Background: an optimization exercise with open tools, aiming at small area, a short achievable clock period and few clock cycles. Do not read the settings as production practice.
RTL that was checked went through simulation tests only; none was proved equivalent to the original.
Power figures rest on the tool's default switching activity, not on a simulated workload.

==> flow/design.v (excerpt) <==
module conv_rescaler #(
    parameter int NB_PIXEL = 19,
    parameter int NB_COUNT = 32,
    parameter int NB_OUT   = 8,
    parameter int NB_FRAC  = 16
) (
    input  logic                clock,
    input  logic                reset,
    input  logic                i_extremesValid,
    input  logic [NB_PIXEL-1:0] i_maxValue,
    input  logic [NB_PIXEL-1:0] i_minValue,
    input  logic [NB_COUNT-1:0] i_imageSize,
    input  logic                i_valid,
    input  logic [NB_PIXEL-1:0] i_convValue,
    output logic                o_ready,
    output logic [NB_OUT-1:0]   o_pixel,
    output logic                o_valid,
    output logic                o_endSignal
);
Size in the first run: roughly 1700 cells after synthesis, ~230 flip-flops, about 100 I/O pins, ~17000 µm² of cells after synthesis.
export LEC_CHECK = 0
export ABC_CLOCK_PERIOD_IN_PS = 3500
export CAP_MARGIN = 20
export CORE_MARGIN = 2
export CORE_UTILIZATION = 40
export SLEW_MARGIN = 20
create_clock -name core_clock -period 9.0 [get_ports {clock}]
standard.sh (not shown) runs the stock make flow with config.mk's settings and CLKGATE_MAP_FILE= SYNTH_SCRIPT=/design/flow/synth_recipe.tcl, a recipe that flattens the netlist after the stock synthesis.
==> flow/flow/run.sh <==
#!/bin/bash
# Standard layout, with the port buffers made from the smallest plain buffer, a clock tree
# of clkbuf_8 buffers without dummy loads, and timing repair aiming for 5.6 ns of setup slack
# (a 3.4 ns period) at the design's 9 ns clock.
set -euo pipefail
export BUFFER_PORTS_ARGS="-buffer_cell sky130_fd_sc_hd__buf_1"
export CTS_ARGS="-sink_clustering_enable -repair_clock_nets -dont_use_dummy_load -buf_list {sky130_fd_sc_hd__clkbuf_8}"
export SETUP_SLACK_MARGIN=5.6
bash standard.sh > standard_flow.log 2>&1
The first run went through all stages and came out clean.
Testbench counts at the start, summed over its fixed seeds: cycles 20,392.
Rerun with:
--- a/flow/flow/run.sh
+++ b/flow/flow/run.sh
@@ -3,2 +3,2 @@
-# of clkbuf_8 buffers without dummy loads, and timing repair aiming for 5.6 ns of setup slack
-# (a 3.4 ns period) at the design's 9 ns clock.
+# of clkbuf_8 buffers without dummy loads, and timing repair aiming for 6.1 ns of setup slack
+# (a 2.9 ns period) at the design's 9 ns clock.
@@ -8 +8 @@
-export SETUP_SLACK_MARGIN=5.6
+export SETUP_SLACK_MARGIN=6.1
After rerunning: Cell area increases by about 6%; via count increases by about 3%; total power rises by about 2.5%; flip-flop and latch count does not change; sequential power hardly moves; routed wire length goes up by 3.5%; setup slack is better by 0.15 ns; critical path depth goes down by 2; clock-buffer cell count goes up by 1; register-to-register slack improves by 0.15 ns; core utilization rises by 2.7 points.
Rerun with:
--- a/flow/flow/run.sh
+++ b/flow/flow/run.sh
@@ -3,2 +3,2 @@
-# of clkbuf_8 buffers without dummy loads, and timing repair aiming for 6.1 ns of setup slack
-# (a 2.9 ns period) at the design's 9 ns clock.
+# of clkbuf_8 buffers without dummy loads, and timing repair aiming for 5.7 ns of setup slack
+# (a 3.3 ns period) at the design's 9 ns clock.
@@ -8 +8 @@
-export SETUP_SLACK_MARGIN=6.1
+export SETUP_SLACK_MARGIN=5.7
Effect:
- The new run passed the timing, DRC and antenna checks
- non-clock buffer count falls by 46
- worst hold slack is about the same
- global-route usage falls by 0.51 points
- sequential share of layout area rises by 1.4 points
- worst setup slack is about the same
Rerun with:
==> flow/flow/run.sh (replaced) <==
#!/bin/bash
# Standard layout, with the port buffers made from the smallest plain buffer, a clock tree
# of clkbuf_16 buffers each driving a cluster of up to 25 flip-flops, without dummy loads,
# and timing repair aiming for 5.8 ns of setup slack (a 3.2 ns period) at the design's 9 ns clock.
set -euo pipefail
export BUFFER_PORTS_ARGS="-buffer_cell sky130_fd_sc_hd__buf_1"
export CTS_ARGS="-sink_clustering_enable -repair_clock_nets -dont_use_dummy_load -buf_list {sky130_fd_sc_hd__clkbuf_16} -sink_clustering_size 25 -sink_clustering_max_diameter 80"
export SETUP_SLACK_MARGIN=5.8
bash standard.sh > standard_flow.log 2>&1
=>
- via count barely changes
- design area is higher slightly
- sequential share of layout area shrinks by 0.14 points
- clock-buffer cell count is lower by 25

* * *

before:
Another version of the RTL of conv_rescaler (not shown whole).
Size in the first run: roughly 2000 cells after synthesis, about 220 flip-flops, roughly 100 I/O pins, ~17000 µm² of cells after synthesis.
// conv_rescaler
module conv_rescaler #(
    parameter int NB_PIXEL = 19,
    parameter int NB_COUNT = 32,
    parameter int NB_OUT   = 8,
    parameter int NB_FRAC  = 16
) (
    input  logic                clock,
    input  logic                reset,
    input  logic                i_extremesValid,
    input  logic [NB_PIXEL-1:0] i_maxValue,
    input  logic [NB_PIXEL-1:0] i_minValue,
    input  logic [NB_COUNT-1:0] i_imageSize,
    input  logic                i_valid,
    input  logic [NB_PIXEL-1:0] i_convValue,
    output logic                o_ready,
    output logic [NB_OUT-1:0]   o_pixel,
    output logic                o_valid,
    output logic                o_endSignal
);
    localparam int NB_R     = NB_PIXEL;
    localparam int NB_SCALE = NB_OUT + NB_FRAC;           
    localparam int LC       = 10;                         
    localparam logic [NB_SCALE-1:0] DIVIDEND = {{NB_OUT{1'b1}}, {NB_FRAC{1'b0}}};
    logic                 busy_q, init_q, prep_q, div_q, run_q;
    logic                 init_d, prep_d, div_d, run_d;
    logic                 v0_q, l0_q, v1_q, l1_q, v2_q, l2_q, v3_q, e3_q;
    logic [NB_PIXEL:0]    c_q;        
    logic [NB_PIXEL-1:0]  min_q, max_q;
    logic                 gt_q;       
    logic [NB_R-1:0]      range_q;
    logic [NB_COUNT-1:0]  count_q;    
    logic [NB_SCALE-1:0]  scale_q;
    logic [NB_R-1:0]      d_q;        
    logic [NB_SCALE-1:LC] psa_q, psb_q, psc_q;
    logic                 pc1_q, pc2_q;
    logic [NB_OUT-1:0]    pixel_q;
    logic idle, accept, last_acc, lone_end, start;
    logic [NB_PIXEL:0]    delta;      
    logic                 d_neg, d_big, span_ok;   
    logic [NB_R-1:0]      d_clamp;
    logic [NB_R-1:0]      rem_next;
    logic                 q_bit, dbit_next;
    logic [NB_R-1:0]      lead;       
    logic [NB_R-1:0]      rem_init;
    logic [NB_SCALE-1:0]  ra, rb, rc;
    logic [LC-1:0]        lo_s, lo_c;
    logic                 lo_co;
    logic [NB_SCALE-LC-1:0] hi_s, hi_c, hi_sum;
    logic [NB_COUNT-1:0]  count_dec;
    logic [NB_R:0]        dsum;
    logic                 dsub_c, gt;
    assign idle     = !busy_q;
    assign accept   = i_valid && run_q;
  ...
Settings: LEC_CHECK=0, ABC_CLOCK_PERIOD_IN_PS=4000, CAP_MARGIN=20, CORE_MARGIN=2, CORE_UTILIZATION=40, SETUP_SLACK_MARGIN=5, SLEW_MARGIN=20; clock period 9.0 ns.
==> flow/flow/run.sh <==
#!/bin/bash
# Standard layout, with the port buffers made from the smallest plain buffer and a clock tree
# of clkbuf_8 buffers without dummy loads.
set -euo pipefail
export BUFFER_PORTS_ARGS="-buffer_cell sky130_fd_sc_hd__buf_1"
export CTS_ARGS="-sink_clustering_enable -repair_clock_nets -dont_use_dummy_load -buf_list {sky130_fd_sc_hd__clkbuf_8}"
bash standard.sh > standard_flow.log 2>&1
before: full flow OK, the timing, DRC and antenna checks passed
Modified inputs, after compared to before
==> flow/flow/run.sh <==
#!/bin/bash
# Standard layout, with the port buffers made from the smallest plain buffer, a clock tree
# of clkbuf_8 buffers without dummy loads, and timing repair aiming 3.5 ns below the clock period.
set -euo pipefail
export BUFFER_PORTS_ARGS="-buffer_cell sky130_fd_sc_hd__buf_1"
export CTS_ARGS="-sink_clustering_enable -repair_clock_nets -dont_use_dummy_load -buf_list {sky130_fd_sc_hd__clkbuf_8}"
export SETUP_SLACK_MARGIN=5.5
bash standard.sh > standard_flow.log 2>&1
diff --git a/flow/config.mk b/flow/config.mk
--- a/flow/config.mk
+++ b/flow/config.mk
@@ -6,8 +6,7 @@
 export NUM_CORES = 4
 export LEC_CHECK = 0
-export ABC_CLOCK_PERIOD_IN_PS = 4000
+export ABC_CLOCK_PERIOD_IN_PS = 3500
 export CAP_MARGIN = 20
 export CORE_MARGIN = 2
 export CORE_UTILIZATION = 40
-export SETUP_SLACK_MARGIN = 5
 export SLEW_MARGIN = 20
Findings:
- after: no failed stages, no open violations at the end
- [compare] base=before new=after: net switching fraction of the power down 0.26 points, number of instances in the synthesized netlist stayed essentially flat, share of the cycle needed by the critical path after routing fell by 1.5 points, number of stages on the worst setup path went up 3, effective utilization at floorplan closely matched the old numbers.
- Against before, after reports a register-to-register slack that is higher.
No functional check of the RTL was part of any run of this note.

-- static timing again, ports no longer ideal --
No port has a modelled driver above. Below, the same layouts with a new extraction and two added sets of constraints.
Step 1 assumes that a clkbuf_16 drives the clock port and a buf_2 every other input.
Step 2 also shifts input and output timing later by t, the mid clock arrival at the registers, as if the neighbouring blocks saw the same clock.
a / b / c = ideal ports / drivers / drivers and shift; a / b = the first two.
| run | t, ns | slack for setup (ns) | worst setup path at the end | slew at the worst register clock pin (ns) | cell pins on the clock port's net |
|---|---|---|---|---|---|
| the first run of note 1 | 0.617 | 5.613 / 5.613 / 5.213 | input to register | 0.06 / 0.06 | 1 |
| the second run of note 1 | 0.639 | 5.764 / 5.764 / 5.499 | input to register | 0.06 / 0.06 | 1 |
| the third run of note 1 | 0.625 | 5.764 / 5.764 / 5.257 | input to register | 0.06 / 0.06 | 1 |
| the fourth run of note 1 | 0.554 | 5.741 / 5.741 / 5.345 | input to register | 0.09 / 0.09 | 1 |
| before | 0.627 | 5.189 / 5.189 / 5.189 | register to register | 0.07 / 0.07 | 1 |
| after | 0.650 | 5.321 / 5.321 / 5.023 | input to register | 0.06 / 0.06 | 1 |
After both steps every run listed still meets setup and hold. The setup slack of the third run of note 1, which loses most, moves by 0.000 ns with the drivers and by -0.507 ns with both steps.
